Background: an optimization exercise with open tools, aiming at small area and a short achievable clock period. Do not read the settings as production practice. At most, simulation tests tie the RTL to the original design; equivalence was not proved.

==> flow/design.v <==
module eqController #(
    parameter int ADDR_WIDTH     = 6,
    parameter int GAIN_FRAC_BITS = 14
) (
    input  logic                  S_AXI_ACLK,
    input  logic                  S_AXI_ARESETN,
    input  logic                  wr,
    input  logic [ADDR_WIDTH-1:0] wrAddr,
    input  logic [31:0]           wrData,
    output logic                  adcReq,
    output logic [15:0]           adcCmd,
    input  logic                  adcAck,
    input  logic [15:0]           adcData,
    output logic                  dacReq,
    output logic [31:0]           dacWord,
    input  logic                  dacAck
);
    logic               enable;
    logic signed [15:0] gain0, gain1;
    always_ff @(posedge S_AXI_ACLK) begin
        if (!S_AXI_ARESETN) begin
            enable <= 1'b0;
            gain0  <= 16'h4000;
            gain1  <= 16'h4000;
        end else if (wr) begin
            case (wrAddr)
                ADDR_WIDTH'(4): enable <= wrData[0];
                ADDR_WIDTH'(6): gain0  <= wrData[15:0];
                ADDR_WIDTH'(7): gain1  <= wrData[15:0];
                default: ;
            endcase
        end
    end
    localparam logic [3:0] S_IDLE = 4'd0;
    localparam logic [3:0] S_AREQ = 4'd1;
    localparam logic [3:0] S_AREL = 4'd2;
    localparam logic [3:0] S_C0   = 4'd3;
    localparam logic [3:0] S_C1   = 4'd4;
    localparam logic [3:0] S_C2   = 4'd5;
    localparam logic [3:0] S_C3   = 4'd6;
    localparam logic [3:0] S_DREQ = 4'd7;
    localparam logic [3:0] S_DREL = 4'd8;
    localparam logic [3:0] S_N1   = 4'd9;
    localparam logic [3:0] S_NX   = 4'd10;
    logic [3:0] state;
    logic       chan;
    always_ff @(posedge S_AXI_ACLK) begin
        if (!S_AXI_ARESETN) begin
            state <= S_IDLE;
            chan  <= 1'b0;
        end else begin
            case (state)
                S_IDLE: if (enable) state <= S_AREQ;
                S_AREQ: if (adcAck) state <= S_AREL;
                S_AREL: if (!adcAck) state <= S_C0;
                S_C0:   state <= S_C1;
                S_C1:   state <= S_C2;
                S_C2:   state <= S_C3;
                S_C3:   state <= S_DREQ;
                S_DREQ: if (dacAck) state <= S_DREL;
                S_DREL: if (!dacAck) state <= S_N1;
                S_N1: begin
                    state <= S_NX;
                    chan  <= !chan;
                end
                S_NX:   state <= enable ? S_AREQ : S_IDLE;
                default: state <= S_IDLE;
            endcase
        end
    end
    assign adcReq = (state == S_AREQ);
    assign dacReq = (state == S_DREQ);
    logic signed [15:0] s;
    always_ff @(posedge S_AXI_ACLK) s <= {~adcData[15], adcData[14:0]};
    logic        hit;
    logic [15:0] gNext;
    assign hit   = wr && (wrAddr == ADDR_WIDTH'({5'd3, chan}));
    assign gNext = hit ? wrData[15:0] : (chan ? gain1 : gain0);
    logic [10:0] gHi;
    always_ff @(posedge S_AXI_ACLK) begin
        if (state == S_C0) gHi <= gNext[15:5];
    end
    logic [6:0] win;
    always_comb begin
        case (state)
            S_C0:    win = {gNext[5:0], 1'b0};
            S_C1:    win = gHi[6:0];
            default: win = {gHi[10], gHi[10], gHi[10:6]};
        endcase
    end
    logic [2:0] dNeg, dOne, dTwo;
    always_ff @(posedge S_AXI_ACLK) begin
        for (int k = 0; k < 3; k++) begin
            dNeg[k] <= win[2*k+2];
            dOne[k] <= win[2*k+1] ^ win[2*k];
            dTwo[k] <= (win[2*k+2] & ~win[2*k+1] & ~win[2*k]) | (~win[2*k+2] & win[2*k+1] & win[2*k]);
        end
    end
    logic [16:0] sx;
    assign sx = {s[15], s};
    logic [21:0] rows [3];
    logic [21:0] negs;
    assign negs = {17'd0, dNeg[2], 1'b0, dNeg[1], 1'b0, dNeg[0]};
    for (genvar k = 0; k < 3; k++) begin : g_row
        logic [16:0] p;
        assign p = (({17{dOne[k]}} & sx) | ({17{dTwo[k]}} & {sx[15:0], 1'b0})) ^ {17{dNeg[k]}};
        assign rows[k] = 22'({~p[16], p[15:0]}) << (2*k);
    end
    logic [19:0] acc;
    logic [15:0] accIn;
    logic        first;
    assign first = (state == S_C1);
    assign accIn = {~(acc[19] & ~first), acc[18:4] & {15{~first}}};
    localparam logic [21:0] K = -(22'd1 << 15) - (22'd1 << 16) - (22'd1 << 18) - (22'd1 << 20);
    logic [21:0] sum;
    assign sum = 22'(accIn) + rows[0] + rows[1] + rows[2] + negs + K;
    always_ff @(posedge S_AXI_ACLK) begin
        if (state == S_C1 || state == S_C2 || state == S_C3) acc <= sum[21:2];
    end
    logic        ovf;
    logic [15:0] code;
    assign ovf  = (acc[17] != acc[16]) || (acc[17] != acc[15]);
    assign code = ovf ? {16{~acc[17]}} : {~acc[15], acc[14:0]};
    assign adcCmd  = {1'b1, chan, 14'd0};
    assign dacWord = {15'h0018, chan, code};
endmodule
Settings: LEC_CHECK=0, ABC_AREA=1, CAP_MARGIN=20, CORE_MARGIN=2, CORE_UTILIZATION=40, PLACE_DENSITY=0.6, SLEW_MARGIN=20; clock period 7.0 ns.
run.sh (not shown) runs the stock make flow with config.mk's settings and CLKGATE_MAP_FILE= SYNTH_SCRIPT=/design/flow/synth_recipe.tcl, a recipe that flattens the netlist after the stock synthesis.
Change:
--- a/flow/design.v
+++ b/flow/design.v
@@ -70,42 +70,36 @@
     end
     assign adcReq = (state == S_AREQ);
     assign dacReq = (state == S_DREQ);
     logic signed [15:0] s;
     always_ff @(posedge S_AXI_ACLK) s <= {~adcData[15], adcData[14:0]};
-    logic        hit;
-    logic [15:0] gNext;
-    assign hit   = wr && (wrAddr == ADDR_WIDTH'({5'd3, chan}));
-    assign gNext = hit ? wrData[15:0] : (chan ? gain1 : gain0);
+    logic [15:0] g;
+    assign g = chan ? gain1 : gain0;
     logic [10:0] gHi;
     always_ff @(posedge S_AXI_ACLK) begin
-        if (state == S_C0) gHi <= gNext[15:5];
+        if (state == S_C1) gHi <= g[15:5];
     end
     logic [6:0] win;
     always_comb begin
         case (state)
-            S_C0:    win = {gNext[5:0], 1'b0};
-            S_C1:    win = gHi[6:0];
+            S_C1:    win = {g[5:0], 1'b0};
+            S_C2:    win = gHi[6:0];
             default: win = {gHi[10], gHi[10], gHi[10:6]};
         endcase
-    end
-    logic [2:0] dNeg, dOne, dTwo;
-    always_ff @(posedge S_AXI_ACLK) begin
-        for (int k = 0; k < 3; k++) begin
-            dNeg[k] <= win[2*k+2];
-            dOne[k] <= win[2*k+1] ^ win[2*k];
-            dTwo[k] <= (win[2*k+2] & ~win[2*k+1] & ~win[2*k]) | (~win[2*k+2] & win[2*k+1] & win[2*k]);
-        end
     end
     logic [16:0] sx;
     assign sx = {s[15], s};
     logic [21:0] rows [3];
     logic [21:0] negs;
-    assign negs = {17'd0, dNeg[2], 1'b0, dNeg[1], 1'b0, dNeg[0]};
+    assign negs = {17'd0, win[6], 1'b0, win[4], 1'b0, win[2]};
     for (genvar k = 0; k < 3; k++) begin : g_row
+        logic        n, one, two;
         logic [16:0] p;
-        assign p = (({17{dOne[k]}} & sx) | ({17{dTwo[k]}} & {sx[15:0], 1'b0})) ^ {17{dNeg[k]}};
+        assign n   = win[2*k+2];
+        assign one = win[2*k+1] ^ win[2*k];
+        assign two = (win[2*k+2] & ~win[2*k+1] & ~win[2*k]) | (~win[2*k+2] & win[2*k+1] & win[2*k]);
+        assign p   = (({17{one}} & sx) | ({17{two}} & {sx[15:0], 1'b0})) ^ {17{n}};
         assign rows[k] = 22'({~p[16], p[15:0]}) << (2*k);
     end
     logic [19:0] acc;
     logic [15:0] accIn;
     logic        first;
After rerunning: Global-route usage is higher by 0.51 points; final area is higher by 2.3%; via count is higher by 15%; flip-flop and latch count is lower by 9; synthesized area is higher by 3.9%; cell count is higher by 12%; routed wire length is higher by 6.5%; critical path depth is higher by 10; hold slack improved by 0.0033 ns; core utilization is lower by 0.68 points; sequential share of layout area is lower by 2.8 points; worst setup slack got worse by 1.1 ns.
No run of this note included a check of the RTL's function; only the layout flow was run.


eqController, a different RTL version from the one above (not shown whole).
Size in the first run: ~110 I/O pins.
==> flow/config.mk <==
export PLATFORM = sky130hd
export DESIGN_NAME = eqController
export DESIGN_NICKNAME = eqController
export VERILOG_FILES = /design/flow/design.v
export SDC_FILE = /design/flow/constraint.sdc
export NUM_CORES = 4
export LEC_CHECK = 0
export ABC_AREA = 1
export CAP_MARGIN = 20
export CORE_MARGIN = 2
export CORE_UTILIZATION = 55
export CTS_BUF_LIST = sky130_fd_sc_hd__clkbuf_4 sky130_fd_sc_hd__clkbuf_8
export PLACE_DENSITY = 0.75
export SETUP_SLACK_MARGIN = 3
export SLEW_MARGIN = 20
==> flow/constraint.sdc <==
create_clock -name core_clock -period 7.0 [get_ports {S_AXI_ACLK}]
set_input_delay 1.4000 -clock core_clock [delete_from_list [all_inputs] [get_ports {S_AXI_ACLK}]]
set_output_delay 1.4000 -clock core_clock [all_outputs]
set_load 0.01 [all_outputs]
standard.sh (not shown) runs the stock make flow with config.mk's settings and CLKGATE_MAP_FILE= SYNTH_SCRIPT=/design/flow/synth_recipe.tcl, a recipe that flattens the netlist after the stock synthesis.
==> flow/flow/run.sh <==
#!/bin/bash
# The standard layout (standard.sh), with every input port buffered by a buf_1 cell
# and every output port by a buf_2 cell, instead of the delay buffer buffer_ports
# picks by default. The buffers are placed by flow/ports.tcl, sourced just before
# global placement, where the standard flow would call buffer_ports.
export DONT_BUFFER_PORTS=1
export PRE_GLOBAL_PLACE_TCL="$PWD/flow/ports.tcl"
bash standard.sh > standard.log 2>&1
==> flow/flow/ports.tcl <==
# Port buffers, as the standard flow's buffer_ports, with chosen cells.
puts "Perform port buffering (flow/ports.tcl)..."
buffer_ports -inputs -buffer_cell sky130_fd_sc_hd__buf_1
buffer_ports -outputs -buffer_cell sky130_fd_sc_hd__buf_2
Rerun with:
--- a/flow/design.v
+++ b/flow/design.v
@@ -65,58 +65,62 @@
                 S_NX:   state <= enable ? S_AREQ : S_IDLE;
                 default: state <= S_IDLE;
             endcase
         end
     end
     assign adcReq = (state == S_AREQ);
     assign dacReq = (state == S_DREQ);
     logic [15:0] s;
     logic [16:0] sx;
     always_ff @(posedge S_AXI_ACLK) s <= {~adcData[15], adcData[14:0]};
     assign sx = {s[15], s};
     logic        hit;
-    logic [15:0] gNext;
-    assign hit   = wr && (wrAddr == ADDR_WIDTH'({5'd3, chan}));
-    assign gNext = hit ? wrData[15:0] : (chan ? gain1 : gain0);
-    logic [6:0] gW;
-    logic [3:0] gT;
-    always_ff @(posedge S_AXI_ACLK) begin
-        gT <= gNext[15:12];
-        gW <= (state == S_C0) ? gNext[11:5] : {gT[3], gT[3], gT, gW[6]};
+    logic [15:0] gSel;
+    logic [5:0]  gNextLo;
+    assign hit     = wr && (wrAddr == ADDR_WIDTH'({5'd3, chan}));
+    assign gSel    = chan ? gain1 : gain0;
+    assign gNextLo = hit ? wrData[5:0] : gSel[5:0];
+    logic [4:0] gT;
+    always_ff @(posedge S_AXI_ACLK) gT <= gSel[15:11];
+    logic [6:0] win;
+    always_comb begin
+        case (state)
+            S_C0:    win = {gNextLo, 1'b0};
+            S_C1:    win = gSel[11:5];
+            default: win = {gT[4], gT[4], gT};
+        endcase
     end
-    logic [6:0] win;
-    assign win = (state == S_C0) ? {gNext[5:0], 1'b0} : gW;
     logic [2:0] dNeg, dOne, dTwo;
     always_ff @(posedge S_AXI_ACLK) begin
         for (int k = 0; k < 3; k++) begin
             logic [2:0] w;
             w = win[2*k +: 3];
             dNeg[k] <= w[2] & ~(w[1] & w[0]);
             dOne[k] <= w[1] ^ w[0];
             dTwo[k] <= (w[2] & ~w[1] & ~w[0]) | (~w[2] & w[1] & w[0]);
         end
     end
     logic [16:0] p0, p1, p2;
     assign p0 = (({17{dOne[0]}} & sx) | ({17{dTwo[0]}} & {sx[15:0], 1'b0})) ^ {17{dNeg[0]}};
     assign p1 = (({17{dOne[1]}} & sx) | ({17{dTwo[1]}} & {sx[15:0], 1'b0})) ^ {17{dNeg[1]}};
     assign p2 = (({17{dOne[2]}} & sx) | ({17{dTwo[2]}} & {sx[15:0], 1'b0})) ^ {17{dNeg[2]}};
     logic [19:0] acc;
     logic        first;
     logic [15:0] A;
     logic        Ahi;
     always_ff @(posedge S_AXI_ACLK) first <= (state == S_C0);    
     always_comb begin
         A      = acc[19:4] & {16{~first}};
         A[4]   = first ? dNeg[2] : acc[8];
-        A[10]  = first ? (gW[6] & ~(gW[5] & gW[4])) : acc[14];
+        A[10]  = first ? (gSel[11] & ~(gSel[10] & gSel[9])) : acc[14];
         Ahi    = ~A[15];
     end
     wire fs0 = dNeg[0] ^ A[0];
     wire fc0 = dNeg[0] & A[0];
     wire fs1 = A[1] ^ fc0;
     wire fc1 = A[1] & fc0;
     wire fs2 = dNeg[1] ^ A[2] ^ fc1;
     wire fc2 = (dNeg[1] & A[2]) | (dNeg[1] & fc1) | (A[2] & fc1);
     wire fs3 = p0[2] ^ p1[0];
     wire fc3 = p0[2] & p1[0];
     wire fs4 = A[3] ^ p0[3] ^ p1[1];
     wire fc4 = (A[3] & p0[3]) | (A[3] & p1[1]) | (p0[3] & p1[1]);
Setup slack is worse by 31 ps.
Global-route usage grows by 0.60 points.
Cell count went down by a few percent.
Clock skew goes down by 5.9 ps.
Routed wire length fell by a few percent.
Via count fell slightly.
Die area is lower slightly.
Design area decreases slightly.
Sequential share of layout area goes down by 1.1 points.
Count of clock-buffer cells in the layout stays the same.


eqController, a different RTL version from the one above (not shown whole).
Size in the first run: roughly 92 flip-flops.
export LEC_CHECK = 0
export ABC_AREA = 0
export CAP_MARGIN = 0
export CORE_MARGIN = 2
export CORE_UTILIZATION = 55
export CTS_BUF_LIST = sky130_fd_sc_hd__clkbuf_4 sky130_fd_sc_hd__clkbuf_8
export PLACE_DENSITY = 0.75
export SETUP_SLACK_MARGIN = 3.25
export SLEW_MARGIN = 0
export TNS_END_PERCENT = 5
create_clock -name core_clock -period 7.0 [get_ports {S_AXI_ACLK}]
==> flow/flow/run.sh <==
#!/bin/bash
# The standard layout (standard.sh), with every port buffered by a buf_1 cell
# instead of the delay buffer that buffer_ports picks by default. The standard
# flow's own buffer_ports call places them (after global placement's
# remove_buffers), with this cell.
export BUFFER_PORTS_ARGS="-buffer_cell sky130_fd_sc_hd__buf_1"
bash standard.sh > standard.log 2>&1
==> next run, changes <==
--- a/flow/design.v
+++ b/flow/design.v
@@ -100,15 +100,14 @@
         end
     end
     logic [16:0] p0, p1, p2;
     assign p0 = (({17{dOne[0]}} & sx) | ({17{dTwo[0]}} & {sx[15:0], 1'b0})) ^ {17{dNeg[0]}};
     assign p1 = (({17{dOne[1]}} & sx) | ({17{dTwo[1]}} & {sx[15:0], 1'b0})) ^ {17{dNeg[1]}};
     assign p2 = (({17{dOne[2]}} & sx) | ({17{dTwo[2]}} & {sx[15:0], 1'b0})) ^ {17{dNeg[2]}};
     logic [19:0] acc;
-    logic [2:0]  accT;            
     logic        first;
     logic [15:0] A;
     logic        Ahi;
     always_ff @(posedge S_AXI_ACLK) first <= (state == S_C0);    
     always_comb begin
         A      = acc[19:4] & {16{~first}};
         A[4]   = first ? dNeg[2] : acc[8];
@@ -201,19 +200,16 @@
     wire t83 = t82 ^ p1[15];
     wire t84 = t82 ? p1[15] : ~p1[16];
     wire [21:0] csaX = {1'b1, ~p2[16], ~p2[15], t83, t80, t77, t72, t67, t62, t57, t52, t47, t42, t37, t32, t27, t22, t17, t12, t7, t3, t1};
     wire [21:0] csaY = {1'b0, p2[15], t84, t81, t78, t73, t68, t63, t58, t53, t48, t43, t38, t33, t28, t23, t18, t13, t8, t4, t2, 1'b0};
     logic [21:0] sum;
     assign sum = csaX + csaY;
     always_ff @(posedge S_AXI_ACLK) begin
-        if (state == S_C1 || state == S_C2 || state == S_C3) begin
-            acc  <= sum[21:2];
-            accT <= ~sum[19:17];     
-        end
+        if (state == S_C1 || state == S_C2 || state == S_C3) acc <= sum[21:2];
     end
     logic        ovf;
     logic [15:0] code;
-    assign ovf  = (accT[2] != accT[1]) || (accT[2] != accT[0]);
-    assign code = ovf ? {16{accT[2]}} : {accT[0], acc[14:0]};
+    assign ovf  = (acc[17] != acc[16]) || (acc[17] != acc[15]);
+    assign code = ovf ? {16{~acc[17]}} : {~acc[15], acc[14:0]};
     assign adcCmd  = {1'b1, chan, 14'd0};
     assign dacWord = {15'h0018, chan, code};
 endmodule
The changed run went through all stages and came out clean.
Clock-buffer cell count came out lower by 1.
Cell count goes up by 5.2%.
Cell area is about the same.
Routed wire length rose by 4.0%.
Worst hold slack barely changes.
Clock skew decreases by 0.0043 ns.
Core utilization came out lower by 0.11 points.
Synthesized cell count increases by 7.0%.
For the first run of this note, only the layout was checked, not whether the RTL still works.

-- separate check: timing with driven ports --
Ports are ideal in the flow. The routed layouts listed here were re-timed in OpenROAD.
Step 1 assumes that a clkbuf_16 drives the clock port and a buf_2 every other input.
Step 2 moves the port delays by t, midway between the first and last clock arrival at a register: inputs arrive t later, outputs are due t later. That takes back most of the time a late clock gives input paths.
a / b / c = no drivers / after step 1 / after step 2; a / b = the first two.
run	shift t [ns]	setup slack, ns	hold WS [ns]	worst setup path at the end	cell pins on the clock port's net
the first run of note 1	0.388	2.416 / 2.416 / 2.416	0.457 / 0.457 / 0.457	register to register	1
the second run of note 1	0.394	1.275 / 1.275 / 1.275	0.460 / 0.460 / 0.460	register to register	1
the first run of note 2	0.425	3.224 / 3.224 / 3.224	0.434 / 0.434 / 0.434	register to register	1
the second run of note 2	0.418	3.193 / 3.193 / 3.193	0.443 / 0.443 / 0.443	register to register	1
the first run of note 3	0.421	3.385 / 3.385 / 3.385	0.485 / 0.485 / 0.485	register to register	1
the second run of note 3	0.406	3.436 / 3.436 / 3.436	0.484 / 0.484 / 0.484	register to register	1
After both steps setup and hold are still met in every run listed.
